Source: an optimization exercise on an open RTL-to-GDS flow (aim: small area, a short achievable clock period and few clock cycles). Production flows keep margins and buffers that such runs may drop.
RTL that was checked went through simulation tests only; none was proved equivalent to the original.
The RTL of runs 3 to 7 was laid out without a check of its function.
Power is estimated from default activity; no workload was simulated.

`config.mk`:
```
export PLATFORM = sky130hd
export DESIGN_NAME = insertion_sort_engine
export DESIGN_NICKNAME = insertion_sort_engine
export VERILOG_FILES = /design/flow/design.v
export SDC_FILE = /design/flow/constraint.sdc
export NUM_CORES = 4
export LEC_CHECK = 0
export CAP_MARGIN = 20
export CORE_MARGIN = 2
export CORE_UTILIZATION = 40
export SETUP_SLACK_MARGIN = 2.0
export SLEW_MARGIN = 20
```
`constraint.sdc`:
```
create_clock -name core_clock -period 4.5 [get_ports {clock}]
set_input_delay 0.9000 -clock core_clock [delete_from_list [all_inputs] [get_ports {clock}]]
set_output_delay 0.9000 -clock core_clock [all_outputs]
set_load 0.01 [all_outputs]
```
`design.v`:
```
package ise_pkg;
   typedef struct packed {
      logic insert;    
      logic close;     
   } cell_ctrl_type;
endpackage
module ise_cell #(
   parameter int VALUE_WIDTH = 16
) (
   input  logic                          clock,
   input  logic                          reset,
   input  ise_pkg::cell_ctrl_type        ctrl,
   input  logic signed [VALUE_WIDTH-1:0] new_value,
   input  logic                          new_par,
   input  logic                          new_c,
   input  logic signed [VALUE_WIDTH-1:0] next_value,
   input  logic signed [VALUE_WIDTH-1:0] right_value,
   input  logic                          right_valid,
   input  logic                          right_open,
   input  logic                          right_par,
   input  logic                          right_c,
   input  logic                          right_stay,
   output logic signed [VALUE_WIDTH-1:0] value,
   output logic                          valid,
   output logic                          open,
   output logic                          par,
   output logic                          c,
   output logic                          stay
);
   function automatic logic greater(input logic [VALUE_WIDTH-1:0] a, input logic [VALUE_WIDTH-1:0] b);
      logic [VALUE_WIDTH-1:0] g, e;
      g = {~a[VALUE_WIDTH-1] & b[VALUE_WIDTH-1], a[VALUE_WIDTH-2:0] & ~b[VALUE_WIDTH-2:0]};
      e = ~(a ^ b);
      for (int w = 1; w < VALUE_WIDTH; w = w * 2) begin
         for (int k = 0; k + w < VALUE_WIDTH; k = k + 2 * w) begin
            g[k] = g[k + w] | (e[k + w] & g[k]);
            e[k] = e[k + w] & e[k];
         end
      end
      greater = g[0];
   endfunction
   logic signed [VALUE_WIDTH-1:0] value_ff, value_in;
   logic                          valid_ff, valid_in;
   logic                          open_ff, open_in;
   logic                          par_ff, par_in;
   logic                          g_ff, g_in;
   assign stay  = valid_ff && open_ff && (!ctrl.insert || g_ff);
   assign c     = greater(value_ff, next_value);
   assign value = value_ff;
   assign valid = valid_ff;
   assign open  = open_ff;
   assign par   = par_ff;
   always_comb begin
      value_in = value_ff;
      valid_in = valid_ff;
      open_in  = open_ff;
      par_in   = par_ff;
      g_in     = c;
      if (!stay) begin
         if (right_stay) begin
            value_in = new_value;
            valid_in = ctrl.insert;
            open_in  = 1'b1;
            par_in   = new_par;
            g_in     = new_c;
         end else begin
            value_in = right_value;
            valid_in = right_valid;
            open_in  = right_open;
            par_in   = right_par;
            g_in     = right_c;
         end
      end
      if (ctrl.close) begin
         open_in = 1'b0;
      end
   end
   always_ff @(posedge clock) begin
      value_ff <= value_in;
      open_ff  <= open_in;
      par_ff   <= par_in;
      g_ff     <= g_in;
      if (reset) begin
         valid_ff <= 1'b0;
      end else begin
         valid_ff <= valid_in;
      end
   end
endmodule
module insertion_sort_engine #(
   parameter int DEPTH       = 32,
   parameter int VALUE_WIDTH = 16
) (
   input  logic                          clock,
   input  logic                          reset,
   input  logic                          start,
   output logic                          busy,
   input  logic signed [VALUE_WIDTH-1:0] req_value,
   input  logic                          req_last,
   output logic                          rsp_strobe,
   output logic signed [VALUE_WIDTH-1:0] rsp_value_res,
   output logic                          rsp_last_res,
   output logic                          rsp_dropped
);
   logic signed [VALUE_WIDTH-1:0] value_w [DEPTH];
   logic [DEPTH-1:0]              valid_w;
   logic [DEPTH-1:0]              open_w;
   logic [DEPTH-1:0]              par_w;
   logic [DEPTH-1:0]              c_w;
   logic [DEPTH-1:0]              stay_w;
   logic                          nx_valid_ff;
   logic signed [VALUE_WIDTH-1:0] nx_value_ff;
   logic                          nx_last_ff;
   logic                          in_valid_ff;
   logic signed [VALUE_WIDTH-1:0] in_value_ff;
   logic                          in_last_ff;
   logic          par_ff;                    
   logic          ovf_open_ff;               
   logic          ovf_head_ff;               
   logic          full;
   logic          head_out;
   logic          head_last;
   logic          new_c;
   ise_pkg::cell_ctrl_type ctrl;
   assign full      = valid_w[0] && open_w[0];
   assign head_out  = valid_w[0] && !open_w[0];
   assign head_last = !valid_w[1] || open_w[1] || (par_w[1] != par_w[0]);
   assign new_c = greater(in_value_ff, nx_value_ff);
   assign ctrl.insert = in_valid_ff && !full;
   assign ctrl.close  = in_valid_ff && in_last_ff;
   function automatic logic greater(input logic [VALUE_WIDTH-1:0] a, input logic [VALUE_WIDTH-1:0] b);
      logic [VALUE_WIDTH-1:0] g, e;
      g = {~a[VALUE_WIDTH-1] & b[VALUE_WIDTH-1], a[VALUE_WIDTH-2:0] & ~b[VALUE_WIDTH-2:0]};
      e = ~(a ^ b);
      for (int w = 1; w < VALUE_WIDTH; w = w * 2) begin
         for (int k = 0; k + w < VALUE_WIDTH; k = k + 2 * w) begin
            g[k] = g[k + w] | (e[k + w] & g[k]);
            e[k] = e[k + w] & e[k];
         end
      end
      greater = g[0];
   endfunction
   for (genvar i = 0; i < DEPTH; i++) begin : g_cell
      logic signed [VALUE_WIDTH-1:0] right_value;
      logic                          right_valid;
      logic                          right_open;
      logic                          right_par;
      logic                          right_c;
      logic                          right_stay;
      if (i == DEPTH - 1) begin : g_tail
         assign right_value = '0;
         assign right_valid = 1'b0;
         assign right_open  = 1'b0;
         assign right_par   = 1'b0;
         assign right_c     = 1'b0;
         assign right_stay  = 1'b1;
      end else begin : g_inner
         assign right_value = value_w[i+1];
         assign right_valid = valid_w[i+1];
         assign right_open  = open_w[i+1];
         assign right_par   = par_w[i+1];
         assign right_c     = c_w[i+1];
         assign right_stay  = stay_w[i+1];
      end
      ise_cell #(
         .VALUE_WIDTH (VALUE_WIDTH)
      ) u_cell (
         .clock       (clock),
         .reset       (reset),
         .ctrl        (ctrl),
         .new_value   (in_value_ff),
         .new_par     (par_ff),
         .new_c       (new_c),
         .next_value  (nx_value_ff),
         .right_value (right_value),
         .right_valid (right_valid),
         .right_open  (right_open),
         .right_par   (right_par),
         .right_c     (right_c),
         .right_stay  (right_stay),
         .value       (value_w[i]),
         .valid       (valid_w[i]),
         .open        (open_w[i]),
         .par         (par_w[i]),
         .c           (c_w[i]),
         .stay        (stay_w[i])
      );
   end
   always_ff @(posedge clock) begin
      nx_value_ff <= req_value;
      nx_last_ff  <= req_last;
      in_value_ff <= nx_value_ff;
      in_last_ff  <= nx_last_ff;
      if (reset) begin
         nx_valid_ff <= 1'b0;
         in_valid_ff <= 1'b0;
         par_ff      <= 1'b0;
         ovf_open_ff <= 1'b0;
         ovf_head_ff <= 1'b0;
      end else begin
         nx_valid_ff <= start;
         in_valid_ff <= nx_valid_ff;
         if (ctrl.close) begin
            par_ff      <= !par_ff;
            ovf_open_ff <= 1'b0;
         end else if (in_valid_ff && full) begin
            ovf_open_ff <= 1'b1;
         end
         if (ctrl.close && (ovf_open_ff || full)) begin
            ovf_head_ff <= 1'b1;
         end else if (head_out && head_last) begin
            ovf_head_ff <= 1'b0;
         end
      end
   end
   assign busy          = 1'b0;
   assign rsp_strobe    = head_out;
   assign rsp_value_res = value_w[0];
   assign rsp_last_res  = head_last;
   assign rsp_dropped   = ovf_head_ff;
endmodule
```
`run.sh`:
```
#!/bin/bash
# synth_recipe.tcl (not shown) runs the flow's synth.tcl, then flattens the netlist and writes it again
# the make line also repeats each setting of config.mk as NAME=value (left out here)
make -C /OpenROAD-flow-scripts/flow DESIGN_CONFIG=/design/flow/config.mk WORK_HOME=/design/flow/orfs CLKGATE_MAP_FILE= SYNTH_SCRIPT=/design/flow/synth_recipe.tcl finish
```
==> flow_summary.json, run 1 <==
{
  "fin_crit_ps": 2520,
  "maxCapViolCount": 0,
  "gp_congestion": 0.829,
  "synth.distinct_cells": 68,
  "worstSetupPathType": "register to register",
  "areaGrowthSynthToFinish_pct": 12.6,
  "max_freq_ghz": 0.396,
  "grt_pass1_wl_um": 155000,
  "hold_viol_final": 0,
  "tritoncts": "built",
  "io_buffers": 38,
  "synth_nets": 4118,
  "synth_area_leaders": "edfxtp_1, ha_1, nand2_1",
  "finalClockSkew_ps": 23.3,
  "ant_nets": 0,
  "dr_total_vias": 26500,
  "drtIter0Drc": 2233,
  "clk_path_buf_depth": 3,
  "synthArstFlopShare_pct": 0,
  "crit_top_cell": "nor2_1",
  "rows": 112,
  "rsz0062_at_grt": "yes",
  "clk_root_buffer_cell": "clkbuf_16",
  "synth_area_leader_cell": "edfxtp_1",
  "ctsHoldBuffers": 0,
  "grt_overflow": 0,
  "dp_slack_ps": 1300,
  "required_ps": 5030,
  "setup_viol": 0,
  "synth-edff-count": 544,
  "crit_chain": "inv_6 -> ha_1 -> and4_1 -> nand2_1 -> nor2_1 -> a211o_4 -> buf_12 -> nor2_1 -> o21ai_1",
  "drv_slew": 0,
  "syn_area_per_cell_sq_um": 10.4,
  "antenna_found_initial": 4,
  "critPathMaxFanout": 17,
  "hold_ws_ps": 332,
  "arrival_ps": 3050,
  "syn-cell-area_sq_um": 37500,
  "cts.sinks": 678,
  "clk_pin_slew_ps": 60,
  "power_density_nw_per_um2": 395,
  "worstMarginPinSlew_ps": 973,
  "dr.pass1.iters": 5,
  "dieArea_sq_um": 96200,
  "avgViaCountPerCell": 5.34,
  "worstSetupEndpointType": "register",
  "leakage_uw": 0.0185,
  "tns_ps": 0,
  "initial_core_util_pct": 40.3,
  "worst-r2r-cell-count": 9,
  "holdPathStages": 0,
  "ios": 40,
  "start_kind": "register",
  "die_h_um": 310,
  "ys.flop_type": "edfxtp_1",
  "crit_path_max_incr_delay_ps": 500,
  "grt_start_max_net_pins": 39,
  "fill_cells": 8732,
  "cts_htree_levels": 3,
  "dp_hpwl_um": 61200,
  "dieWidth_um": 310,
  "synth-seq-cells": 678,
  "drc": 0,
  "min_path_type": "register to register",
  "timing.final.crit_share_pct": 56.1,
  "nNetsFinal": 4155,
  "synthDominantCellAreaShare_pct": 43.6,
  "antennaDiodeCount": 0,
  "layout_setup_ws_ps": 1980,
  "ys_seq_area_share_pct": 50.7,
  "r2r-start": "nx_value_ff[10]",
  "worstSkewPairLatency_ps": 630,
  "maxSlewHeadroom_pct": 35.0,
  "cp_slowest_cell": "nor2_1",
  "critPathLaunch": "nx_value_ff[10]",
  "post-route-util_pct": 45.4,
  "routed_wirelength_um": 102000,
  "grt_pass1_vias": 25900,
  "worstHoldStart": "nx_last_ff",
  "yosys_warnings": 3,
  "drive_above_1_share_pct": 10.9,
  "status": "complete, no violations",
  "coreArea_sq_um": 93000,
  "wl_per_cell_um": 20.5,
  "grt_usage_pct": 21.2,
  "total_power_uw": 16700,
  "cts_buffers": 76,
  "ir_drop_uv": 273,
  "syn_inst": 3618
}
-- worst max-delay path, delay by kind of cell, from the launching register on --
family / cells / cell delay [ps]
buf+inv: 2 / 290
fa+ha+maj: 1 / 350
flops: 1 / 390
simple gates: 4 / 870
compound gates: 2 / 520
-- timing repair --
item / in CTS / in global routing
endpoints found under the setup margin: 920 / 206
cloned: 6 / 2
pin swaps: 8 / 1
gates resized for setup: 52 / 55
buffers inserted: 6 / 2
-- state kept, by name, summed over array words and instances (netlist names) --
name                    count
g_cell.u_cell.value_ff    512
g_cell.u_cell.open_ff      32
g_cell.u_cell.par_ff       32
g_cell.u_cell.valid_ff     32
g_cell.u_cell.g_ff         31
in_value_ff                16
nx_value_ff                16
in_last_ff                  1
in_valid_ff                 1
nx_last_ff                  1
nx_valid_ff                 1
ovf_head_ff                 1
ovf_open_ff                 1
par_ff                      1
-- worst paths after layout --
kind	slack, ps	endpoint
worst max-delay path	1980	g_cell[11].u_cell.g_ff
worst min-delay path	330	in_last_ff
worst min register to register	330	in_last_ff
worst max register to register	1980	g_cell[11].u_cell.g_ff
-- layer usage --
layer | global-route usage [%] | part of all wire (%) | wire [um] | vias to the layer above
met5 | 0 | 0.013 | 13 | -
met4 | 7.28 | 3.5 | 3590 | 2
met3 | 3.88 | 6.6 | 6770 | 200
met2 | 33.4 | 44 | 45100 | 764
met1 | 29.3 | 45 | 46200 | 12600
li1 | - | - | - | 13000
-- Yosys cell counts, types with 19 or more instances --
cell type	instances
inv_1	66
buf_1	19
mux2_2	111
inv_2	20
a2111oi_0	20
nand4_1	25
and3_1	24
a21o_1	33
a211oi_1	28
nand4b_1	23
nand2_1	1237
ha_1	480
o21ai_1	36
buf_2	71
nor2_1	147
o2111ai_1	19
edfxtp_1	544
o21ai_0	111
mux2_1	51
dfxtp_1	134
a221o_1	20
clkbuf_1	53
a21oi_1	207
-- stage by stage --
stage                     std cells  instance area, sq um
after detailed placement       4812                 39200
after floorplan                3618                 37500
after CTS                      4963                 42000
after global placement         4812                 39200
final                          4970                 42200
after global routing           4970                 42200
-- cells by family after synthesis --
kind of cell             count (synthesis)  synth area share, %
AND/OR/NAND/NOR                       1503                 16.1
flip-flops                             678                 50.7
AO/OA/AOI/OAI                          543                 9.28
adder cells (fa/ha/maj)                480                 16.0
buffers and inverters                  242                 2.80
multiplexers                           169                 5.05
XOR/XNOR                                 2               0.0467
other                                    1               0.0100
-- where the power goes --
part,switching (uW),leakage [uW],internal [uW]
Combinational,1380,0.0104,1010
Sequential,493,0.00692,7590
Clock,2570,0.00121,3650
Total,4440,0.0185,12200
-- cell usage in the layout, fill, tap and decap left out, types with 5 or more instances in the layout --
| cell type | count |
|---|---|
| clkdlybuf4s50_1 | 32 |
| clkbuf_8 | 13 |
| inv_4 | 12 |
| buf_4 | 46 |
| nand4b_1 | 23 |
| buf_12 | 5 |
| clkinv_1 | 5 |
| dfxtp_1 | 112 |
| nand2_1 | 1237 |
| nor3_1 | 10 |
| nand3_1 | 9 |
| o211a_2 | 17 |
| clkbuf_16 | 79 |
| inv_1 | 51 |
| o21ai_0 | 110 |
| and3_1 | 24 |
| clkbuf_1 | 25 |
| edfxtp_1 | 544 |
| a211oi_1 | 28 |
| inv_6 | 8 |
| a21oi_1 | 205 |
| a2111oi_0 | 6 |
| nand4_1 | 25 |
| a221o_1 | 20 |
| ha_1 | 480 |
| o21ai_1 | 36 |
| o211ai_4 | 9 |
| a2111oi_1 | 13 |
| mux2_2 | 111 |
| buf_6 | 10 |
| inv_2 | 18 |
| o211ai_1 | 5 |
| mux2i_1 | 7 |
| clkinv_2 | 10 |
| nor2_1 | 147 |
| o2111ai_1 | 19 |
| mux2_1 | 51 |
| dfxtp_2 | 21 |
| nand3b_1 | 6 |
| a21o_1 | 33 |
-- layout make-up --
| cell class | instances | area, sq um | share of cell area (%) |
|---|---|---|---|
| multi-input cells | 2706 | 17700 | 41.9 |
| flip-flops and latches | 678 | 19000 | 45.1 |
| well taps | 1254 | 1570 | 3.72 |
| clock inverters | 24 | 244 | 0.578 |
| repair buffers | 107 | 1080 | 2.55 |
| inverters | 86 | 378 | 0.895 |
| clock buffers | 115 | 2220 | 5.26 |
Testbench counts, summed over its fixed seeds: cycles 6,587.
==> inputs of run 2 (changes only) <==
--- a/config.mk
+++ b/config.mk
@@ -8,5 +8,4 @@
 export CAP_MARGIN = 20
 export CORE_MARGIN = 2
 export CORE_UTILIZATION = 40
-export SETUP_SLACK_MARGIN = 2.0
 export SLEW_MARGIN = 20
==> flow_summary.json, run 2 <==
{
  "synth_area_leaders": "edfxtp_1, ha_1, nand2_1",
  "die_h_um": 310,
  "synth.distinct_cells": 68,
  "dieWidth_um": 310,
  "synth-edff-count": 544,
  "avgViaCountPerCell": 5.28,
  "grt_pass1_vias": 25700,
  "post_cts_resized": 0,
  "setup_viol": 0,
  "grt_pass1_wl_um": 151000,
  "synth_area_leader_cell": "edfxtp_1",
  "maxCapViolCount": 0,
  "arrival_ps": 3560,
  "tritoncts": "built",
  "antenna_found_initial": 4,
  "worstSkewPairLatency_ps": 630,
  "ir_drop_uv": 271,
  "grt_overflow": 0,
  "cts_buffers": 76,
  "timing.final.crit_share_pct": 70.8,
  "required_ps": 4870,
  "drive_above_1_share_pct": 10.0,
  "pwr-share-seq_pct": 48.5,
  "p_int_uw": 12200,
  "leakage_uw": 0.0183,
  "gp_congestion": 0.829,
  "drv_slew": 0,
  "critPathTopFamily": "simple AND/OR/NAND/NOR gates",
  "rsz0062_at_grt": "no",
  "ys.flop_type": "edfxtp_1",
  "crit_top_cell": "buf_4",
  "cts_setup_buffers": 0,
  "layout_setup_ws_ps": 1310,
  "design_area_sq_um": 41700,
  "ctsHoldBuffers": 0,
  "synthDominantCellAreaShare_pct": 43.6,
  "synth.most_common_cell": "nand2_1",
  "hold_viol_final": 0,
  "layout_commonest_cell": "nand2_1",
  "dp_slack_ps": 1300,
  "syn_inst": 3618,
  "largest_reg_flops": 512,
  "ios": 40,
  "io_buffers": 38,
  "fin_crit_ps": 3190,
  "path_buf_inv": 2,
  "status": "complete, no violations",
  "cts_htree_levels": 3,
  "fill_cells": 8784,
  "drc": 0,
  "power_switching_uw": 4390,
  "crit_path_max_incr_delay_ps": 750,
  "worstSetupPathType": "register to register",
  "yosys_warnings": 3,
  "combPwrFrac_pct": 14.0,
  "min_path_type": "register to register",
  "dieArea_sq_um": 96200,
  "dpl_cell_area_sq_um": 39200,
  "worstMarginPinSlew_ps": 1050,
  "synthArstFlopShare_pct": 0,
  "rows": 112,
  "start_kind": "register",
  "largest_register": "g_cell.u_cell.value_ff",
  "r2r_slack_ps": 1310,
  "crit_chain": "nand2_2 -> nand2_4 -> buf_4 -> buf_4 -> o211ai_4 -> mux2_2",
  "synth-seq-cells": 678,
  "nNetsFinal": 4139,
  "p_clk_share_pct": 37.5,
  "dr_total_vias": 26200,
  "layout_common_cells": "nand2_1, edfxtp_1, ha_1",
  "grt_usage_pct": 20.7,
  "syn-cell-area_sq_um": 37500,
  "routed_wirelength_um": 98500,
  "cts.sinks": 678,
  "tns_ps": 0,
  "ys_seq_area_share_pct": 50.7,
  "clk_root_buffer_cell": "clkbuf_16",
  "post-place-cells": 4812,
  "post-route-util_pct": 44.8,
  "ant_nets": 0,
  "dr.pass1.iters": 7,
  "stdcell_count": 4956,
  "drtIter0Drc": 1999,
  "dp_hpwl_um": 61200,
  "wl_per_cell_um": 19.9,
  "initial_core_util_pct": 40.3,
  "areaGrowthSynthToFinish_pct": 11.3,
  "syn_area_per_cell_sq_um": 10.4,
  "clk_path_buf_depth": 3,
  "max_freq_ghz": 0.314,
  "coreArea_sq_um": 93000,
  "synth_nets": 4118,
  "switching_share_pct": 26.4,
  "power_density_nw_per_um2": 398,
  "clk_pin_slew_ps": 60,
  "maxSlewHeadroom_pct": 29.4,
  "worstSetupEndpointType": "register",
  "cp_slowest_cell": "o211ai_4",
  "yosys-top-cells-count": "nand2_1, edfxtp_1, ha_1",
  "grt_start_max_net_pins": 39,
  "finalClockSkew_ps": 21.0,
  "critPathMaxFanout": 34
}
==> run 2: worst paths after layout <==
| kind | start | end | depth (start not counted) |
|---|---|---|---|
| worst min-delay path | nx_last_ff | in_last_ff | 0 |
| worst max register to register | g_cell[0].u_cell.valid_ff | g_cell[23].u_cell.value_ff[13] | 6 |
| worst min register to register | nx_last_ff | in_last_ff | 0 |
| worst max-delay path | g_cell[0].u_cell.valid_ff | g_cell[23].u_cell.value_ff[13] | 6 |
==> run 2: final cells by class <==
class	count	area, sq um	area share, %
sequential	678	19000	45.6
multi-input combinational	2698	17400	41.8
clock buffer	115	2220	5.33
tap	1254	1570	3.76
timing repair buffer	99	886	2.12
inverter	86	323	0.774
clock inverter	24	244	0.585
antenna	2	5.00	0.0120
==> run 2: power by group through the flow <==
stage               Clock, uW  Combinational [uW]  Sequential, uW
floorplan                   0                1630            7990
global placement            0                2220            8190
detailed placement          0                2310            8170
CTS                      6320                2320            8060
global route             6560                2700            8130
finish                   6220                2320            8060
==> run 2: stage by stage <==
| step | power (uW) | hold slack [ps] |
|---|---|---|
| floorplan | 9620 | 310 |
| global placement | 10400 | 314 |
| detailed placement | 10500 | 323 |
| CTS | 16700 | 334 |
| global route | 17400 | 340 |
| finish | 16600 | 330 |
==> run 2: cells by family after synthesis <==
family                   share of synthesized area, %
adder cells (fa/ha/maj)                          16.0
AND/OR/NAND/NOR                                  16.1
multiplexers                                     5.05
XOR/XNOR                                       0.0467
AO/OA/AOI/OAI                                    9.28
buffers and inverters                            2.80
other                                          0.0100
flip-flops                                       50.7
==> run 2: metal layers <==
| metal | routed length (um) | share of wire [%] | vias up | track usage (%) |
|---|---|---|---|---|
| met5 | 0 | 0 | - | 0 |
| met4 | 3480 | 3.5 | 0 | 6.88 |
| met3 | 5830 | 5.9 | 193 | 3.68 |
| met2 | 43300 | 44 | 653 | 32.6 |
| met1 | 45900 | 47 | 12400 | 28.7 |
| li1 | - | - | 12900 | - |
==> inputs of run 3 (changes only) <==
--- a/design.v
+++ b/design.v
@@ -113,7 +113,10 @@
    logic                          nx_last_ff;
    logic                          in_valid_ff;
    logic signed [VALUE_WIDTH-1:0] in_value_ff;
-   logic                          in_last_ff;
+   logic          insert_ff;                 
+   logic          close_ff;                  
+   logic [$clog2(DEPTH+1)-1:0] count_ff;     
+   logic          full_next;
    logic          par_ff;                    
    logic          ovf_open_ff;               
    logic          ovf_head_ff;               
@@ -122,12 +125,13 @@
    logic          head_last;
    logic          new_c;
    ise_pkg::cell_ctrl_type ctrl;
-   assign full      = valid_w[0] && open_w[0];
+   assign full      = count_ff == DEPTH;
+   assign full_next = !ctrl.close && (full || (count_ff == DEPTH - 1 && ctrl.insert));
    assign head_out  = valid_w[0] && !open_w[0];
    assign head_last = !valid_w[1] || open_w[1] || (par_w[1] != par_w[0]);
    assign new_c = greater(in_value_ff, nx_value_ff);
-   assign ctrl.insert = in_valid_ff && !full;
-   assign ctrl.close  = in_valid_ff && in_last_ff;
+   assign ctrl.insert = insert_ff;
+   assign ctrl.close  = close_ff;
    function automatic logic greater(input logic [VALUE_WIDTH-1:0] a, input logic [VALUE_WIDTH-1:0] b);
       logic [VALUE_WIDTH-1:0] g, e;
       g = {~a[VALUE_WIDTH-1] & b[VALUE_WIDTH-1], a[VALUE_WIDTH-2:0] & ~b[VALUE_WIDTH-2:0]};
@@ -190,16 +194,25 @@
       nx_value_ff <= req_value;
       nx_last_ff  <= req_last;
       in_value_ff <= nx_value_ff;
-      in_last_ff  <= nx_last_ff;
       if (reset) begin
          nx_valid_ff <= 1'b0;
          in_valid_ff <= 1'b0;
+         insert_ff   <= 1'b0;
+         close_ff    <= 1'b0;
+         count_ff    <= '0;
          par_ff      <= 1'b0;
          ovf_open_ff <= 1'b0;
          ovf_head_ff <= 1'b0;
       end else begin
          nx_valid_ff <= start;
          in_valid_ff <= nx_valid_ff;
+         insert_ff   <= nx_valid_ff && !full_next;
+         close_ff    <= nx_valid_ff && nx_last_ff;
+         if (ctrl.close) begin
+            count_ff <= '0;
+         end else if (ctrl.insert) begin
+            count_ff <= count_ff + 1'b1;
+         end
          if (ctrl.close) begin
             par_ff      <= !par_ff;
             ovf_open_ff <= 1'b0;
==> flow_summary.json, run 3 <==
{
  "status": "complete, no violations",
  "synth-seq-cells": 686,
  "fin_crit_ps": 2990,
  "drc": 0,
  "post-place-cells": 4885,
  "largest_reg_flops": 512,
  "post-route-util_pct": 45.4,
  "grt_start_max_net_pins": 42,
  "stdcell_count": 5034,
  "yosys_warnings": 3,
  "wl_per_cell_um": 21.2,
  "dp_hpwl_um": 66100,
  "coreArea_sq_um": 95200,
  "synth_top_family_by_area": "adder cells",
  "p_int_uw": 12500,
  "dpl_cell_area_sq_um": 40500,
  "start_kind": "register",
  "synth_compound_area_share_pct": 10.5,
  "synthDominantCellAreaShare_pct": 42.5,
  "grt_usage_pct": 21.7,
  "clk_root_buffer_cell": "clkbuf_16",
  "layout_commonest_cell": "nand2_1",
  "rsz0062_at_grt": "no",
  "initial_core_util_pct": 40.4,
  "ios": 40,
  "worstSetupPathType": "register to register",
  "synthArstFlopShare_pct": 0,
  "die_h_um": 314,
  "p_clk_share_pct": 38.6,
  "grt_overflow": 0,
  "maxCapViolCount": 0,
  "pwr-share-seq_pct": 47.3,
  "arrival_ps": 3490,
  "synth_xor_area_share_pct": 0.137,
  "ant_nets": 0,
  "post_cts_resized": 0,
  "gp_congestion": 0.813,
  "largest_register": "g_cell.u_cell.value_ff",
  "syn-cell-area_sq_um": 38400,
  "ctsHoldBuffers": 0,
  "synth-edff-count": 544,
  "max_freq_ghz": 0.334,
  "drv_slew": 0,
  "min_path_type": "register to register",
  "rows": 113,
  "synth_fa_ha_area_share_pct": 16.2,
  "fill_cells": 8769,
  "drtIter0Drc": 2536,
  "synthSimpleGateAreaFrac_pct": 15.6,
  "syn_inst": 3671,
  "cts.sinks": 686,
  "power_density_nw_per_um2": 397,
  "worstSetupEndpointType": "register",
  "synth_area_leader_cell": "edfxtp_1",
  "antenna_found_initial": 7,
  "dr_total_vias": 27700,
  "cts_buffers": 79,
  "r2r_slack_ps": 1510,
  "cts_setup_buffers": 0,
  "required_ps": 5000,
  "synth.most_common_cell": "nand2_1",
  "design_area_sq_um": 43200,
  "cts_htree_levels": 3,
  "clk_path_buf_depth": 3,
  "tns_ps": 0,
  "dieWidth_um": 314,
  "synth_mux_area_share_pct": 4.71,
  "worstMarginPinSlew_ps": 1000,
  "routed_wirelength_um": 107000,
  "finalClockSkew_ps": 23.2,
  "worstSkewPairLatency_ps": 640,
  "total_power_uw": 17100,
  "synth_nets": 4188,
  "clk_pin_slew_ps": 60,
  "setup_viol": 0,
  "hold_viol_final": 0,
  "ir_drop_uv": 234,
  "leakage_uw": 0.0187,
  "maxSlewHeadroom_pct": 32.8,
  "grt_pass1_vias": 27300,
  "ys_seq_area_share_pct": 49.9,
  "yosys-top-cells-count": "nand2_1, edfxtp_1, ha_1",
  "areaGrowthSynthToFinish_pct": 12.4,
  "dieArea_sq_um": 98500,
  "antennaDiodeCount": 0,
  "avgViaCountPerCell": 5.51,
  "nNetsFinal": 4221,
  "power_switching_uw": 4590,
  "timing.final.crit_share_pct": 66.5,
  "grt_pass1_wl_um": 164000,
  "layout_common_cells": "nand2_1, edfxtp_1, ha_1",
  "drive_above_1_share_pct": 11.7,
  "synth.distinct_cells": 62,
  "switching_share_pct": 26.8,
  "critPathMaxFanout": 33,
  "io_buffers": 38,
  "ys.flop_type": "edfxtp_1",
  "synth_area_leaders": "edfxtp_1, ha_1, nand2_1",
  "syn_area_per_cell_sq_um": 10.5,
  "combPwrFrac_pct": 14.1,
  "dr.pass1.iters": 5,
  "tritoncts": "built"
}
-- run 3: changes by cell type after synthesis, moves of 48 or more --
| cell | before | now |
|---|---|---|
| o21a_1 | 4 | 58 |
| nand2_1 | 1237 | 1165 |
| mux2_1 | 51 | 0 |
| nand4_1 | 25 | 76 |
| a21oi_1 | 207 | 259 |
| mux2_2 | 111 | 159 |
| buf_2 | 71 | 23 |
| nor2_1 | 147 | 44 |
-- run 3: cell type report --
type	count	area, sq um	area share [%]
multi-input cells	2716	18300	42.5
inverters	109	410	0.950
well taps	1265	1580	3.66
clock inverters	37	417	0.965
flip-flops and latches	686	19200	44.5
clock buffers	109	2230	5.17
repair buffers	112	1000	2.32
-- run 3: power groups by stage --
stage	logic, uW	clock network (uW)	registers (uW)
after floorplan	1680	0	8020
after global placement	2310	0	8220
after detailed placement	2390	0	8210
after CTS	2410	6720	8090
after global routing	2770	6970	8160
final	2420	6610	8090
-- run 3: kinds of logic (layout without fill, tap and decap cells) --
group	after synthesis	count (layout)
compound gates	616	616
other cells	1	1
xor+xnor	6	6
flops	686	686
buf+inv	269	367
simple gates	1435	1435
mux	161	161
fa+ha+maj	497	497
-- run 3: worst paths after layout --
kind / startpoint / to / cells past startpoint
max: insert_ff / g_cell[3].u_cell.g_ff / 7
min: nx_value_ff[5] / in_value_ff[5] / 0
max reg2reg: insert_ff / g_cell[3].u_cell.g_ff / 7
min reg2reg: nx_value_ff[5] / in_value_ff[5] / 0
-- run 3: critical path: stages (launching register included) --
cell and delay (ps):
dfxtp_2 330, clkinv_2 60, buf_12 180, o211ai_4 610, buf_4 370, clkinv_1 500, nor4_1 620, nor3_1 80
-- run 3: layer usage --
layer	vias up	wire (um)	global-route usage, %
li1	13400	-	-
met1	13400	49400	30.9
met2	771	48300	34.9
met3	146	6690	2.87
met4	2	2270	5.37
met5	-	13	0
-- run 3: per-stage QoR --
stage / setup WS [ps] / hold slack, ps
4_1_cts: 1500 / 352
6_report: 1510 / 352
5_1_grt: 1310 / 359
3_3_place_gp: 1580 / 345
2_1_floorplan: 2030 / 331
3_5_place_dp: 1560 / 346
==> inputs of run 4 (changes only) <==
--- a/config.mk
+++ b/config.mk
@@ -8,4 +8,5 @@
 export CAP_MARGIN = 20
 export CORE_MARGIN = 2
 export CORE_UTILIZATION = 40
+export SETUP_SLACK_MARGIN = 3.0
 export SLEW_MARGIN = 20
==> flow_summary.json, run 4 <==
{
  "worstSetupPathType": "register to register",
  "critPathLaunch": "in_value_ff[15]",
  "drive_above_1_share_pct": 43.0,
  "avgViaCountPerCell": 6.00,
  "path_depth": 10,
  "layout_setup_ws_ps": 1910,
  "rsz0062_at_grt": "yes",
  "grt_usage_pct": 27.7,
  "areaGrowthSynthToFinish_pct": 52.4,
  "pwr-share-seq_pct": 45.6,
  "cts_buffers": 80,
  "layout_common_cells": "nand2_1, edfxtp_1, ha_1",
  "r2r_slack_ps": 1910,
  "critPathMaxFanout": 6,
  "design_area_sq_um": 58500,
  "required_ps": 5040,
  "initial_core_util_pct": 40.4,
  "min_path_type": "register to register",
  "synth-edff-count": 544,
  "grt_start_max_net_pins": 38,
  "drtIter0Drc": 3373,
  "io_buffers": 38,
  "grt_overflow": 0,
  "max_freq_ghz": 0.387,
  "nNetsFinal": 4864,
  "ys_seq_area_share_pct": 49.9,
  "layout_commonest_cell": "nand2_1",
  "power_density_nw_per_um2": 312,
  "syn_area_per_cell_sq_um": 10.5,
  "timing.final.crit_share_pct": 57.5,
  "crit_path_max_incr_delay_ps": 530,
  "start_kind": "register",
  "dpl_cell_area_sq_um": 41000,
  "p_clk_share_pct": 36.1,
  "gp_congestion": 0.813,
  "synth_area_leader_cell": "edfxtp_1",
  "synthArstFlopShare_pct": 0,
  "clk_path_buf_depth": 3,
  "dp_hpwl_um": 66100,
  "path_buf_inv": 4,
  "grt_pass1_wl_um": 206000,
  "dr.pass1.iters": 6,
  "worstMarginPinSlew_ps": 915,
  "status": "complete, no violations",
  "crit_end": "g_cell[25].u_cell.g_ff",
  "fill_cells": 6590,
  "syn_inst": 3671,
  "clk_pin_slew_ps": 60,
  "die_h_um": 314,
  "wl_per_cell_um": 26.4,
  "ios": 40,
  "rows": 113,
  "ir_drop_uv": 249,
  "cp_slowest_cell": "dfxtp_1",
  "grt_pass1_vias": 32500,
  "ant_nets": 0,
  "synth-seq-cells": 686,
  "clk_root_buffer_cell": "clkbuf_16",
  "total_power_uw": 18300,
  "synth.most_common_cell": "nand2_1",
  "dieWidth_um": 314,
  "cts.sinks": 686,
  "largest_register": "g_cell.u_cell.value_ff",
  "routed_wirelength_um": 150000,
  "maxSlewHeadroom_pct": 39.0,
  "dieArea_sq_um": 98500,
  "finalClockSkew_ps": 37.5,
  "fin_crit_ps": 2590,
  "dr_total_vias": 34100,
  "cts_htree_levels": 3,
  "worstSetupEndpointType": "register",
  "drv_slew": 0,
  "yosys_warnings": 3,
  "tritoncts": "built",
  "tns_ps": 0,
  "ctsHoldBuffers": 0,
  "r2r-start": "in_value_ff[15]",
  "worstHoldStart": "nx_value_ff[5]",
  "synth_area_leaders": "edfxtp_1, ha_1, nand2_1",
  "antenna_found_initial": 3,
  "ys.flop_type": "edfxtp_1",
  "synth_nets": 4188,
  "p_int_uw": 12900,
  "yosys-top-cells-count": "nand2_1, edfxtp_1, ha_1",
  "worstSkewPairLatency_ps": 670,
  "drc": 0,
  "syn-cell-area_sq_um": 38400,
  "coreArea_sq_um": 95200,
  "critPathTopFamily": "buffers and inverters",
  "worst-r2r-cell-count": 10,
  "hold_viol_final": 0,
  "post-route-util_pct": 61.5,
  "combPwrFrac_pct": 18.3,
  "synthDominantCellAreaShare_pct": 42.5,
  "arrival_ps": 3130,
  "power_switching_uw": 5370,
  "setup_viol": 0,
  "largest_reg_flops": 512,
  "maxCapViolCount": 0,
  "dp_slack_ps": 1290,
  "crit_chain": "clkinv_2 -> ha_4 -> nand4_4 -> nor4_2 -> a221o_1 -> buf_6 -> nor2_4 -> buf_6 -> buf_8 -> a311oi_1",
  "crit_top_cell": "buf_6",
  "leakage_uw": 0.0259,
  "reg2reg_to": "g_cell[25].u_cell.g_ff",
  "synth.distinct_cells": 62,
  "switching_share_pct": 29.4
}
==> run 4: cell families (layout without fill, tap and decap cells) <==
group / after synthesis / after routing / synth area share, %
multiplexers: 161 / 161 / 4.71
AND/OR/NAND/NOR: 1435 / 1435 / 15.6
other: 1 / 3 / 0.00976
AO/OA/AOI/OAI: 616 / 638 / 10.5
buffers and inverters: 269 / 987 / 2.85
flip-flops: 686 / 686 / 49.9
adder cells (fa/ha/maj): 497 / 497 / 16.2
XOR/XNOR: 6 / 6 / 0.137
==> run 4: worst min-delay path by stage <==
stage,end,cells past startpoint
floorplan,in_value_ff[10],0
global placement,in_value_ff[9],0
detailed placement,in_value_ff[3],0
CTS,in_value_ff[13],0
global route,in_value_ff[5],0
finish,in_value_ff[5],0
==> run 4: timing repair <==
| item | in CTS | in global routing |
|---|---|---|
| setup buffers | 356 | 126 |
| endpoints found under the setup margin | 1187 | 1176 |
| pin swaps | 295 | 402 |
| cloned | 142 | 25 |
| gates resized for setup | 1129 | 848 |
==> run 4: power by group through the flow <==
| stage | registers [uW] | logic [uW] | clock network (uW) |
|---|---|---|---|
| after floorplan | 8050 | 1770 | 0 |
| after global placement | 8260 | 2360 | 0 |
| after detailed placement | 8240 | 2440 | 0 |
| after CTS | 8220 | 2900 | 6550 |
| after global routing | 8390 | 3630 | 6840 |
| final | 8330 | 3340 | 6590 |
==> run 4: area by class of cell <==
type | count | area (sq um) | share of cell area (%)
Timing Repair inverter | 35 | 553 | 0.945
Multi-Input combinational cell | 2738 | 23200 | 39.6
Clock inverter | 40 | 378 | 0.646
Tap cell | 1265 | 1580 | 2.70
Sequential cell | 686 | 19200 | 32.9
Inverter | 109 | 732 | 1.25
Antenna cell | 2 | 5.00 | 0.00855
Timing Repair Buffer | 697 | 10700 | 18.3
Clock buffer | 106 | 2170 | 3.71
==> run 4: through the flow <==
step	hold slack (ps)	cells
finish	365	5678
global route	366	5676
CTS	369	5525
detailed placement	347	4881
global placement	344	4881
floorplan	331	3671
==> run 4: per-layer routing <==
metal	GRT usage, %	routed length (um)	up-vias
met3	5.01	14200	573
met2	44.9	68800	1897
met5	0	11	-
met4	11.6	9730	2
met1	36.6	57000	16800
li1	-	-	14800
==> inputs of run 5 (changes only) <==
--- a/design.v
+++ b/design.v
@@ -28,9 +28,9 @@
    output logic                          stay
 );
    function automatic logic greater(input logic [VALUE_WIDTH-1:0] a, input logic [VALUE_WIDTH-1:0] b);
-      logic [VALUE_WIDTH-1:0] g, e;
+      logic [VALUE_WIDTH-1:0] g, e;    
       g = {~a[VALUE_WIDTH-1] & b[VALUE_WIDTH-1], a[VALUE_WIDTH-2:0] & ~b[VALUE_WIDTH-2:0]};
-      e = ~(a ^ b);
+      e = {~a[VALUE_WIDTH-1] | b[VALUE_WIDTH-1], a[VALUE_WIDTH-2:0] | ~b[VALUE_WIDTH-2:0]};
       for (int w = 1; w < VALUE_WIDTH; w = w * 2) begin
          for (int k = 0; k + w < VALUE_WIDTH; k = k + 2 * w) begin
             g[k] = g[k + w] | (e[k + w] & g[k]);
@@ -133,9 +133,9 @@
    assign ctrl.insert = insert_ff;
    assign ctrl.close  = close_ff;
    function automatic logic greater(input logic [VALUE_WIDTH-1:0] a, input logic [VALUE_WIDTH-1:0] b);
-      logic [VALUE_WIDTH-1:0] g, e;
+      logic [VALUE_WIDTH-1:0] g, e;    
       g = {~a[VALUE_WIDTH-1] & b[VALUE_WIDTH-1], a[VALUE_WIDTH-2:0] & ~b[VALUE_WIDTH-2:0]};
-      e = ~(a ^ b);
+      e = {~a[VALUE_WIDTH-1] | b[VALUE_WIDTH-1], a[VALUE_WIDTH-2:0] | ~b[VALUE_WIDTH-2:0]};
       for (int w = 1; w < VALUE_WIDTH; w = w * 2) begin
          for (int k = 0; k + w < VALUE_WIDTH; k = k + 2 * w) begin
             g[k] = g[k + w] | (e[k + w] & g[k]);
--- a/config.mk
+++ b/config.mk
@@ -8,5 +8,5 @@
 export CAP_MARGIN = 20
 export CORE_MARGIN = 2
 export CORE_UTILIZATION = 40
-export SETUP_SLACK_MARGIN = 3.0
+export SETUP_SLACK_MARGIN = 2.5
 export SLEW_MARGIN = 20
==> flow_summary.json, run 5 <==
{
  "status": "complete, no violations",
  "dr_total_vias": 27300,
  "synth.most_common_cell": "edfxtp_1",
  "drv_slew": 0,
  "critPathMaxFanout": 2,
  "largest_reg_flops": 512,
  "tritoncts": "built",
  "synth_nets": 3254,
  "routed_wirelength_um": 113000,
  "cts_htree_levels": 3,
  "nNetsFinal": 3316,
  "timing.final.crit_share_pct": 55.0,
  "clk_root_buffer_cell": "clkbuf_16",
  "tns_ps": 0,
  "ant_nets": 0,
  "syn_area_per_cell_sq_um": 11.1,
  "total_power_uw": 16900,
  "ir_drop_uv": 263,
  "antennaDiodeCount": 0,
  "required_ps": 3600,
  "ctsHoldBuffers": 0,
  "synthDominantCellAreaShare_pct": 45.7,
  "wl_per_cell_um": 25.0,
  "dieArea_sq_um": 91700,
  "ff_latch_area_sq_um": 19300,
  "antenna_found_initial": 4,
  "fill_cells": 7859,
  "gp_congestion": 0.862,
  "multi_input_area_sq_um": 15400,
  "syn-cell-area_sq_um": 35700,
  "worstSetupEndpointType": "primary output",
  "die_h_um": 303,
  "critPathTopFamily": "flip-flops",
  "synth-seq-cells": 686,
  "ys.flop_type": "edfxtp_1",
  "max_freq_ghz": 0.404,
  "met1_usage_pct": 33.5,
  "fin_crit_ps": 2470,
  "synth.distinct_cells": 71,
  "initial_core_util_pct": 40.4,
  "setup_viol": 0,
  "met2_usage_pct": 39.1,
  "layout_common_cells": "edfxtp_1, mux2_2, nand2_1",
  "crit_path_max_incr_delay_ps": 410,
  "worstSkewPairLatency_ps": 640,
  "min_path_type": "register to register",
  "rsz0062_at_grt": "yes",
  "path_buf_inv": 1,
  "maxCapViolCount": 0,
  "io_buffers": 38,
  "areaGrowthSynthToFinish_pct": 17.4,
  "rows": 109,
  "synth_area_leaders": "edfxtp_1, mux2_2, dfxtp_1",
  "use_met3_pct": 3.89,
  "grt_usage_pct": 24.3,
  "start_kind": "register",
  "dp_hpwl_um": 65200,
  "synth_area_leader_cell": "edfxtp_1",
  "arrival_ps": 1570,
  "grt.busiest_layer": "met2",
  "finalClockSkew_ps": 26.5,
  "grt_overflow": 0,
  "clk_pin_slew_ps": 70,
  "hold_viol_final": 0,
  "yosys_warnings": 3,
  "grt_pass1_wl_um": 168000,
  "cts.sinks": 686,
  "ios": 40,
  "hold_ws_ps": 415,
  "maxSlewHeadroom_pct": 36.2,
  "synthArstFlopShare_pct": 0,
  "syn_inst": 3232,
  "cts_buffers": 77,
  "worstMarginPinSlew_ps": 957,
  "power_density_nw_per_um2": 404,
  "grt_start_max_net_pins": 45,
  "drc": 0,
  "cp_slowest_cell": "edfxtp_1",
  "coreArea_sq_um": 88500,
  "dieWidth_um": 303,
  "dr.pass1.iters": 20,
  "layout_commonest_cell": "edfxtp_1",
  "leakage_uw": 0.0161,
  "avgViaCountPerCell": 6.04,
  "crit_chain": "xnor2_2 -> nand3_2 -> buf_6",
  "largest_register": "g_cell.u_cell.value_ff",
  "synth-edff-count": 544,
  "worstSetupPathType": "register to primary output",
  "grt_pass1_vias": 26200,
  "yosys-top-cells-count": "edfxtp_1, mux2_2, nand2_1",
  "drive_above_1_share_pct": 25.5,
  "ys_seq_area_share_pct": 53.7,
  "drtIter0Drc": 3002,
  "clk_path_buf_depth": 3
}
-- run 5: cell count changes in the layout (fill, tap and decap cells not counted), sizes merged, moves of 51 or more --
| cell | previous run | this run |
|---|---|---|
| nand2 | 1165 | 354 |
| ha | 497 | 2 |
| buf | 658 | 229 |
| mux2 | 159 | 365 |
| nor2 | 45 | 158 |
| nand2b | 3 | 91 |
| nand4 | 77 | 2 |
| maj3 | 0 | 72 |
| o22ai | 1 | 65 |
| o221ai | 1 | 63 |
| a21oi | 259 | 198 |
| o21ai | 112 | 173 |
| and4b | 2 | 53 |
-- run 5: per-layer routing --
layer | wire [um] | share of wire [%] | vias up
met3 | 8630 | 7.6 | 225
met5 | 0 | 0 | -
li1 | - | - | 12400
met1 | 48200 | 43 | 13500
met2 | 52600 | 46 | 1126
met4 | 3750 | 3.3 | 0
-- run 5: stage by stage --
stage	setup slack (ps)	util (%)	cell area, sq um	instances
2_1_floorplan	2430	-	35900	3232
3_3_place_gp	1550	42.1	37300	4250
3_5_place_dp	1500	42.1	37300	4250
4_1_cts	1990	46.9	41500	4498
5_1_grt	1990	47.4	41900	4523
6_report	2030	47.4	41900	4523
-- run 5: kinds of logic after synthesis --
family | synth area share [%]
simple gates | 12.0
flops | 53.7
mux | 11.6
other cells | 0.0105
compound gates | 16.3
xor+xnor | 0.147
fa+ha+maj | 2.09
buf+inv | 4.14
-- run 5: repair_timing --
action                                  in CTS  in global routing
endpoints found under the hold margin        0                  0
buffers inserted                            91                 22
resized for setup                          299                 51
gates cloned                                14                  3
pin swaps                                   32                 28
endpoints found under the setup margin     709                263
-- run 5: final cells by class --
type | instances | share of cell area [%]
Inverter | 103 | 1.31
Clock inverter | 17 | 0.322
Tap cell | 1165 | 3.48
Multi-Input combinational cell | 2165 | 36.8
Clock buffer | 126 | 5.76
Timing Repair inverter | 6 | 0.116
Sequential cell | 686 | 45.9
Timing Repair Buffer | 255 | 6.32
-- run 5: path summary, 6_finish.rpt --
check / startpoint / end / slack, ps / depth (start not counted)
worst min register to register: nx_value_ff[15] / in_value_ff[15] / 420 / 0
worst max register to register: in_value_ff[8] / g_cell[15].u_cell.g_ff / 2170 / 9
worst max-delay path: g_cell[0].u_cell.par_ff / rsp_last_res / 2030 / 3
worst min-delay path: nx_value_ff[15] / in_value_ff[15] / 420 / 0
-- run 5: power breakdown --
part | internal (uW) | switching [uW] | leakage [uW]
clock | 3740 | 2640 | 0.00126
combinational | 1110 | 1220 | 0.00787
sequential | 7640 | 601 | 0.00700
-- run 5: worst register-to-register path, cell delays in order, from the launching register on --
cell and delay [ps]:
dfxtp_4 490, o22ai_1 130, or4_4 570, a211oi_4 290, nor3_4 70, buf_6 160
buf_12 140, buf_12 140, and3b_1 180, nor3_2 90
==> inputs of run 6 (changes only) <==
--- a/design.v
+++ b/design.v
@@ -25,7 +25,10 @@
    output logic                          open,
    output logic                          par,
    output logic                          c,
-   output logic                          stay
+   output logic                          stay,
+   output logic                          valid_next,
+   output logic                          open_next,
+   output logic                          par_next
 );
    function automatic logic greater(input logic [VALUE_WIDTH-1:0] a, input logic [VALUE_WIDTH-1:0] b);
       logic [VALUE_WIDTH-1:0] g, e;    
@@ -50,30 +53,21 @@
    assign valid = valid_ff;
    assign open  = open_ff;
    assign par   = par_ff;
+   assign valid_next = valid_in;
+   assign open_next  = open_in;
+   assign par_next   = par_in;
+   logic take_self, take_new, take_right;
+   assign take_self  = stay;
+   assign take_new   = !stay && right_stay;
+   assign take_right = !stay && !right_stay;
    always_comb begin
-      value_in = value_ff;
-      valid_in = valid_ff;
-      open_in  = open_ff;
-      par_in   = par_ff;
-      g_in     = c;
-      if (!stay) begin
-         if (right_stay) begin
-            value_in = new_value;
-            valid_in = ctrl.insert;
-            open_in  = 1'b1;
-            par_in   = new_par;
-            g_in     = new_c;
-         end else begin
-            value_in = right_value;
-            valid_in = right_valid;
-            open_in  = right_open;
-            par_in   = right_par;
-            g_in     = right_c;
-         end
-      end
-      if (ctrl.close) begin
-         open_in = 1'b0;
-      end
+      value_in = ({VALUE_WIDTH{take_self}}  & value_ff)
+               | ({VALUE_WIDTH{take_new}}   & new_value)
+               | ({VALUE_WIDTH{take_right}} & right_value);
+      valid_in = (take_self & valid_ff) | (take_new & ctrl.insert) | (take_right & right_valid);
+      open_in  = ((take_self & open_ff) | take_new | (take_right & right_open)) & !ctrl.close;
+      par_in   = (take_self & par_ff) | (take_new & new_par) | (take_right & right_par);
+      g_in     = (take_self & c) | (take_new & new_c) | (take_right & right_c);
    end
    always_ff @(posedge clock) begin
       value_ff <= value_in;
@@ -108,6 +102,9 @@
    logic [DEPTH-1:0]              par_w;
    logic [DEPTH-1:0]              c_w;
    logic [DEPTH-1:0]              stay_w;
+   logic [DEPTH-1:0]              valid_next_w;
+   logic [DEPTH-1:0]              open_next_w;
+   logic [DEPTH-1:0]              par_next_w;
    logic                          nx_valid_ff;
    logic signed [VALUE_WIDTH-1:0] nx_value_ff;
    logic                          nx_last_ff;
@@ -123,13 +120,14 @@
    logic          full;
    logic          head_out;
    logic          head_last;
-   logic          new_c;
+   logic          new_c_ff;                  
+   logic          head_out_ff;               
+   logic          head_last_ff;              
    ise_pkg::cell_ctrl_type ctrl;
    assign full      = count_ff == DEPTH;
    assign full_next = !ctrl.close && (full || (count_ff == DEPTH - 1 && ctrl.insert));
-   assign head_out  = valid_w[0] && !open_w[0];
-   assign head_last = !valid_w[1] || open_w[1] || (par_w[1] != par_w[0]);
-   assign new_c = greater(in_value_ff, nx_value_ff);
+   assign head_out  = head_out_ff;
+   assign head_last = head_last_ff;
    assign ctrl.insert = insert_ff;
    assign ctrl.close  = close_ff;
    function automatic logic greater(input logic [VALUE_WIDTH-1:0] a, input logic [VALUE_WIDTH-1:0] b);
@@ -174,7 +172,7 @@
          .ctrl        (ctrl),
          .new_value   (in_value_ff),
          .new_par     (par_ff),
-         .new_c       (new_c),
+         .new_c       (new_c_ff),
          .next_value  (nx_value_ff),
          .right_value (right_value),
          .right_valid (right_valid),
@@ -187,16 +185,22 @@
          .open        (open_w[i]),
          .par         (par_w[i]),
          .c           (c_w[i]),
-         .stay        (stay_w[i])
+         .stay        (stay_w[i]),
+         .valid_next  (valid_next_w[i]),
+         .open_next   (open_next_w[i]),
+         .par_next    (par_next_w[i])
       );
    end
    always_ff @(posedge clock) begin
       nx_value_ff <= req_value;
       nx_last_ff  <= req_last;
       in_value_ff <= nx_value_ff;
+      new_c_ff    <= greater(nx_value_ff, req_value);
+      head_last_ff <= !valid_next_w[1] || open_next_w[1] || (par_next_w[1] != par_next_w[0]);
       if (reset) begin
          nx_valid_ff <= 1'b0;
          in_valid_ff <= 1'b0;
+         head_out_ff <= 1'b0;
          insert_ff   <= 1'b0;
          close_ff    <= 1'b0;
          count_ff    <= '0;
@@ -206,6 +210,7 @@
       end else begin
          nx_valid_ff <= start;
          in_valid_ff <= nx_valid_ff;
+         head_out_ff <= valid_next_w[0] && !open_next_w[0];
          insert_ff   <= nx_valid_ff && !full_next;
          close_ff    <= nx_valid_ff && nx_last_ff;
          if (ctrl.close) begin
--- a/config.mk
+++ b/config.mk
@@ -8,5 +8,5 @@
 export CAP_MARGIN = 20
 export CORE_MARGIN = 2
 export CORE_UTILIZATION = 40
-export SETUP_SLACK_MARGIN = 2.5
+export SETUP_SLACK_MARGIN = 2.0
 export SLEW_MARGIN = 20
==> flow_summary.json, run 6 <==
{
  "grt_usage_pct": 25.8,
  "ys_seq_area_share_pct": 40.7,
  "worstSetupEndpointType": "register",
  "gp_congestion": 0.871,
  "clk_root_buffer_cell": "clkbuf_16",
  "hold_viol_final": 0,
  "synth_area_leader_cell": "dfxtp_1",
  "layout_commonest_cell": "a21oi_1",
  "grt_pass1_vias": 28000,
  "largest_register": "g_cell.u_cell.value_ff",
  "dr_total_vias": 30800,
  "worstMarginPinSlew_ps": 1260,
  "synthDominantCellAreaShare_pct": 39.2,
  "cts.sinks": 689,
  "tns_ps": 0,
  "synth_area_leaders": "dfxtp_1, mux2i_1, a21oi_1",
  "grt_pass1_wl_um": 177000,
  "die_h_um": 297,
  "clk_pin_slew_ps": 60,
  "coreArea_sq_um": 85100,
  "start_kind": "register",
  "cts_htree_levels": 3,
  "yosys-top-cells-count": "a21oi_1, dfxtp_1, nor2_1",
  "synth_nets": 4147,
  "ir_drop_uv": 272,
  "syn_inst": 4125,
  "synth-seq-cells": 689,
  "io_buffers": 38,
  "timing.final.crit_share_pct": 55.0,
  "required_ps": 5040,
  "largestRegisters": "g_cell.u_cell.value_ff: 496 flops, g_cell.u_cell.g_ff: 32 flops, g_cell.u_cell.open_ff: 32 flops",
  "rows": 107,
  "yosys_warnings": 3,
  "wl_per_cell_um": 22.9,
  "leakage_uw": 0.0186,
  "synthArstFlopShare_pct": 0,
  "routed_wirelength_um": 119000,
  "drive_above_1_share_pct": 7.74,
  "tritoncts": "built",
  "rsz0062_at_grt": "no",
  "worstSetupPathType": "register to register",
  "maxCapViolCount": 0,
  "synth-edff-count": 17,
  "worstSkewPairLatency_ps": 640,
  "dr.pass1.iters": 7,
  "status": "complete, no violations",
  "min_path_type": "input port to register",
  "drv_slew": 0,
  "finalClockSkew_ps": 33.8,
  "fin_crit_ps": 2470,
  "syn-cell-area_sq_um": 34300,
  "ant_nets": 0,
  "power_density_nw_per_um2": 426,
  "avgViaCountPerCell": 5.94,
  "syn_area_per_cell_sq_um": 8.32,
  "layout_common_cells": "a21oi_1, dfxtp_1, nor2_1",
  "dieArea_sq_um": 88200,
  "initial_core_util_pct": 40.3,
  "drc": 0,
  "largest_reg_flops": 496,
  "ys.flop_type": "dfxtp_1",
  "nNetsFinal": 4010,
  "cts_buffers": 78,
  "ios": 40,
  "critPathMaxFanout": 26,
  "grt_overflow": 0,
  "arrival_ps": 3020,
  "dieWidth_um": 297,
  "areaGrowthSynthToFinish_pct": 12.1,
  "grt_start_max_net_pins": 58,
  "max_freq_ghz": 0.404,
  "maxSlewHeadroom_pct": 15.7,
  "antenna_found_initial": 1,
  "hold_ws_ps": 425,
  "drtIter0Drc": 3303,
  "setup_viol": 0,
  "synth.most_common_cell": "a21oi_1",
  "synth.distinct_cells": 69,
  "clk_path_buf_depth": 3,
  "dp_hpwl_um": 71900
}
==> run 6: cell type report <==
class | instances | area, sq um
repair buffers | 151 | 1440
well taps | 1144 | 1430
multi-input cells | 2928 | 18400
inverters | 140 | 566
fillers | 8360 | 46700
flip-flops and latches | 689 | 14000
clock buffers | 109 | 2280
clock inverters | 28 | 298
diodes | 1 | 2.50
==> run 6: logic make-up after synthesis <==
group / after synthesis / synth area share [%]
AO/OA/AOI/OAI: 1432 / 25.2
XOR/XNOR: 6 / 0.153
adder cells (fa/ha/maj): 36 / 1.08
buffers and inverters: 509 / 5.81
flip-flops: 689 / 40.7
multiplexers: 531 / 15.5
other: 1 / 0.0109
AND/OR/NAND/NOR: 921 / 11.6
==> run 6: worst max-delay path, stage by stage (launching register included) <==
cell      delay, ps
dfxtp_4         420
inv_6           250
buf_16          250
buf_4           260
o22ai_1         110
a21o_1          160
a311oi_1        340
o311ai_0        230
and3_1          230
o22ai_1         120
==> run 6: per-stage QoR <==
step	area (sq um)	worst slack [ps]	total power, uW	util, %	cells
after CTS	38200	2010	16400	44.9	5171
final	38500	2030	16400	45.2	5190
after detailed placement	35500	1330	9920	41.7	5032
after global placement	35500	1350	9890	41.7	5032
after global routing	38500	2000	17000	45.2	5189
after floorplan	34300	2010	9020	-	4125
==> run 6: per-layer routing <==
| metal | wire [um] | vias to the layer above | GRT usage (%) |
|---|---|---|---|
| li1 | - | 14600 | - |
| met1 | 54800 | 14700 | 37.6 |
| met2 | 50500 | 1345 | 38.4 |
| met3 | 10500 | 201 | 4.69 |
| met4 | 3120 | 2 | 7.88 |
| met5 | 13 | - | 0 |
==> run 6: what timing repair did <==
action / 4_1_cts / 5_1_grt
gates resized for setup: 44 / 39
endpoints found under the hold margin: 0 / 0
setup endpoints to repair: 46 / 125
setup buffers: 1 / 16
hold buffers: 0 / 0
pin swaps: 2 / 7
gates cloned: 1 / 1
==> run 6: path summary, 6_finish.rpt <==
kind	startpoint	end	slack [ps]	depth (start not counted)
worst max-delay path	nx_value_ff[7]	g_cell[9].u_cell.g_ff	2030	9
worst min-delay path	req_value[0]	nx_value_ff[0]	430	1
worst max register to register	nx_value_ff[7]	g_cell[9].u_cell.g_ff	2030	9
worst min register to register	nx_last_ff	close_ff	440	1
==> run 6: power by group <==
group	internal, uW	leakage (uW)	total, uW	switching (uW)
Combinational	996	0.0115	2180	1180
Clock	3820	0.00128	6500	2680
Sequential	6840	0.00583	7730	892
==> inputs of run 7 (changes only) <==
--- a/config.mk
+++ b/config.mk
@@ -8,5 +8,5 @@
 export CAP_MARGIN = 20
 export CORE_MARGIN = 2
 export CORE_UTILIZATION = 40
-export SETUP_SLACK_MARGIN = 2.0
+export SETUP_SLACK_MARGIN = 2.3
 export SLEW_MARGIN = 20
==> flow_summary.json, run 7 <==
{
  "timing.final.crit_share_pct": 48.9,
  "dp_hpwl_um": 75500,
  "grt_overflow": 0,
  "dpl_cell_area_sq_um": 35600,
  "die_h_um": 297,
  "wl_per_cell_um": 23.1,
  "coreArea_sq_um": 85100,
  "total_power_uw": 16800,
  "dr_total_vias": 31300,
  "ios": 40,
  "grt_usage_pct": 26.2,
  "synth_xor_area_share_pct": 0.153,
  "io_buffers": 38,
  "cp_slowest_cell": "dfxtp_4",
  "largest_reg_flops": 496,
  "clk_root_buffer_cell": "clkbuf_16",
  "antenna_found_initial": 3,
  "layout_common_cells": "a21oi_1, dfxtp_1, nor2_1",
  "synthSimpleGateAreaFrac_pct": 11.6,
  "drc": 0,
  "largestRegisters": "g_cell.u_cell.value_ff: 496 flops, g_cell.u_cell.g_ff: 32 flops, g_cell.u_cell.open_ff: 32 flops",
  "drv_slew": 0,
  "required_ps": 5070,
  "start_kind": "register",
  "post-place-cells": 5048,
  "fin_crit_ps": 2200,
  "worstSkewPairLatency_ps": 650,
  "maxCapViolCount": 0,
  "ir_drop_uv": 270,
  "drtIter0Drc": 3698,
  "synth_area_leader_cell": "dfxtp_1",
  "synthDominantCellAreaShare_pct": 39.2,
  "layout_commonest_cell": "a21oi_1",
  "rsz0062_at_grt": "yes",
  "leakage_uw": 0.0192,
  "worstSetupPathType": "register to register",
  "status": "complete, no violations",
  "yosys_warnings": 3,
  "tritoncts": "built",
  "r2r-start": "nx_value_ff[0]",
  "largest_register": "g_cell.u_cell.value_ff",
  "worstSetupEndpointType": "register",
  "clk_pin_slew_ps": 60,
  "syn_area_per_cell_sq_um": 8.32,
  "synth.distinct_cells": 69,
  "synth-edff-count": 17,
  "critPathMaxFanout": 4,
  "design_area_sq_um": 39900,
  "maxSlewHeadroom_pct": 17.8,
  "r2r_slack_ps": 2300,
  "nNetsFinal": 4094,
  "path_buf_inv": 1,
  "syn-cell-area_sq_um": 34300,
  "synth_top_family_by_area": "compound AO/OA/AOI/OAI gates",
  "synth_nets": 4147,
  "worst-r2r-cell-count": 8,
  "multi_input_area_sq_um": 18700,
  "worstHoldStart": "req_value[0]",
  "routed_wirelength_um": 122000,
  "dieWidth_um": 297,
  "min_path_type": "input port to register",
  "grt_pass1_wl_um": 180000,
  "dieArea_sq_um": 88200,
  "crit_chain": "buf_12 -> nand2b_4 -> maj3_2 -> maj3_2 -> maj3_2 -> maj3_2 -> o211a_1 -> o22ai_1",
  "hold_viol_final": 0,
  "worstMarginPinSlew_ps": 1230,
  "ff_latch_area_sq_um": 14100,
  "drive_above_1_share_pct": 11.2,
  "synth.most_common_cell": "a21oi_1",
  "cts_buffers": 79,
  "reg2reg_to": "new_c_ff",
  "grt_pass1_vias": 28300,
  "fill_cells": 8269,
  "cts_htree_levels": 3,
  "areaGrowthSynthToFinish_pct": 16.2,
  "crit_path_max_incr_delay_ps": 410,
  "critPathTopFamily": "adder cells",
  "synthArstFlopShare_pct": 0,
  "power_density_nw_per_um2": 420,
  "yosys-top-cells-count": "a21oi_1, dfxtp_1, nor2_1",
  "avgViaCountPerCell": 5.92,
  "hold_path_end": "nx_value_ff[0]",
  "initial_core_util_pct": 40.3,
  "ctsHoldBuffers": 0,
  "setup_viol": 0,
  "arrival_ps": 2770,
  "syn_inst": 4125,
  "ys.flop_type": "dfxtp_1",
  "clk_path_buf_depth": 3,
  "finalClockSkew_ps": 26.7,
  "synth_area_leaders": "dfxtp_1, mux2i_1, a21oi_1",
  "dr.pass1.iters": 7,
  "stdcell_count": 5285,
  "cts.sinks": 689,
  "synth_fa_ha_area_share_pct": 1.08,
  "holdPathStages": 1,
  "grt_start_max_net_pins": 58,
  "synth_mux_area_share_pct": 15.5,
  "gp_congestion": 0.880,
  "synth-seq-cells": 689,
  "ys_seq_area_share_pct": 40.7,
  "rows": 107,
  "tns_ps": 0,
  "ant_nets": 0,
  "synth_compound_area_share_pct": 25.2,
  "max_freq_ghz": 0.454,
  "crit_top_cell": "maj3_2"
}
[run 7: power by group]
group          switching (uW)  internal, uW  leakage (uW)
combinational            1300          1080        0.0120
clock                    2760          3950       0.00133
sequential                850          6840       0.00583
[run 7: worst reg2reg max path, cell delays in order, from the launching register on]
cell and delay, ps:
dfxtp_4 410, buf_12 130, nand2b_4 40, maj3_2 290, maj3_2 300, maj3_2 380, maj3_2 320, o211a_1 130
o22ai_1 140
[run 7: logic make-up after synthesis]
| logic type | Yosys count |
|---|---|
| AOI/OAI and AO/OA | 1432 |
| and+or+nand+nor | 921 |
| DFF | 689 |
| muxes | 531 |
| buffers and inverters | 509 |
| adders and majority gates | 36 |
| xor gates and xnor gates | 6 |
| other | 1 |
[run 7: routing by layer]
| layer | up-vias | track usage, % | part of all wire, % |
|---|---|---|---|
| met2 | 1436 | 37.9 | 42 |
| met5 | - | 0 | 0.011 |
| met4 | 2 | 10.3 | 3.6 |
| li1 | 14800 | - | - |
| met1 | 14800 | 38.1 | 45 |
| met3 | 239 | 4.64 | 9.6 |
[run 7: layout make-up]
class                           instances  area share, %
Timing Repair inverter                  1         0.0125
Clock buffer                          109           5.77
Antenna cell                            3         0.0188
Inverter                              140           1.67
Multi-Input combinational cell       2927           46.8
Clock inverter                         38           1.02
Timing Repair Buffer                  234           5.92
Sequential cell                       689           35.2
Tap cell                             1144           3.59
[run 7: how the worst max path moves through the flow]
stage	from	to	depth (start not counted)
after global placement	req_value[0]	new_c_ff	8
after CTS	nx_value_ff[15]	g_cell[4].u_cell.g_ff	8
final	nx_value_ff[0]	new_c_ff	8
after floorplan	req_value[0]	new_c_ff	7
after detailed placement	req_value[0]	new_c_ff	8
after global routing	insert_ff	head_last_ff	8
[run 7: through the flow]
| stage | utilization (%) | hold WS [ps] | setup slack (ps) |
|---|---|---|---|
| finish | 46.9 | 399 | 2300 |
| detailed placement | 41.8 | 416 | 1410 |
| global route | 46.8 | 391 | 2260 |
| CTS | 46.0 | 429 | 2270 |
| global placement | 41.8 | 413 | 1440 |
| floorplan | - | 326 | 2070 |
[run 7: repair_timing]
action / CTS / global route
resized for setup: 200 / 108
endpoints found under the setup margin: 589 / 172
pin swaps: 26 / 37
gates cloned: 0 / 4
buffers inserted: 51 / 32

-- re-timing with driven ports --
In the flow no input, the clock included, has a driving cell. The finished layouts below were timed again as built, in two steps.
Step 1 sets driving cells, clkbuf_16 on the clock port and buf_2 on the other inputs (assumed; they add their load-dependent delay and slew).
Step 2 adds t to the input delays and takes it off the output delays; t is the mean of the earliest and latest rising clock arrival at the registers after step 1. Input paths then give back, and output paths get back, about the clock's delay inside the block.
a / b / c = no drivers / after step 1 / after step 2; a / b = the first two.
run | shift t [ns] | setup WS [ns] | hold slack, ns | worst setup path at the end
run 1 | 0.686 | 1.978 / 1.972 / 1.978 | 0.332 / 0.332 / 0.332 | register to register
run 2 | 0.688 | 1.313 / 1.313 / 1.313 | 0.330 / 0.330 / 0.330 | register to register
run 3 | 0.699 | 1.508 / 1.508 / 1.508 | 0.352 / 0.352 / 0.352 | register to register
run 4 | 0.716 | 1.914 / 1.914 / 1.914 | 0.365 / 0.365 / 0.365 | register to register
run 5 | 0.693 | 2.026 / 1.961 / 2.166 | 0.415 / 0.415 / 0.415 | register to register
run 6 | 0.682 | 2.026 / 1.985 / 1.500 | 0.425 / 0.382 / 0.439 | input to register
run 7 | 0.699 | 2.298 / 2.270 / 1.679 | 0.399 / 0.359 / 0.405 | input to register
After both steps setup and hold are still met in every run listed. For run 7, which loses most, drivers alone change the setup slack by -0.028 ns; drivers and shift together by -0.619 ns.
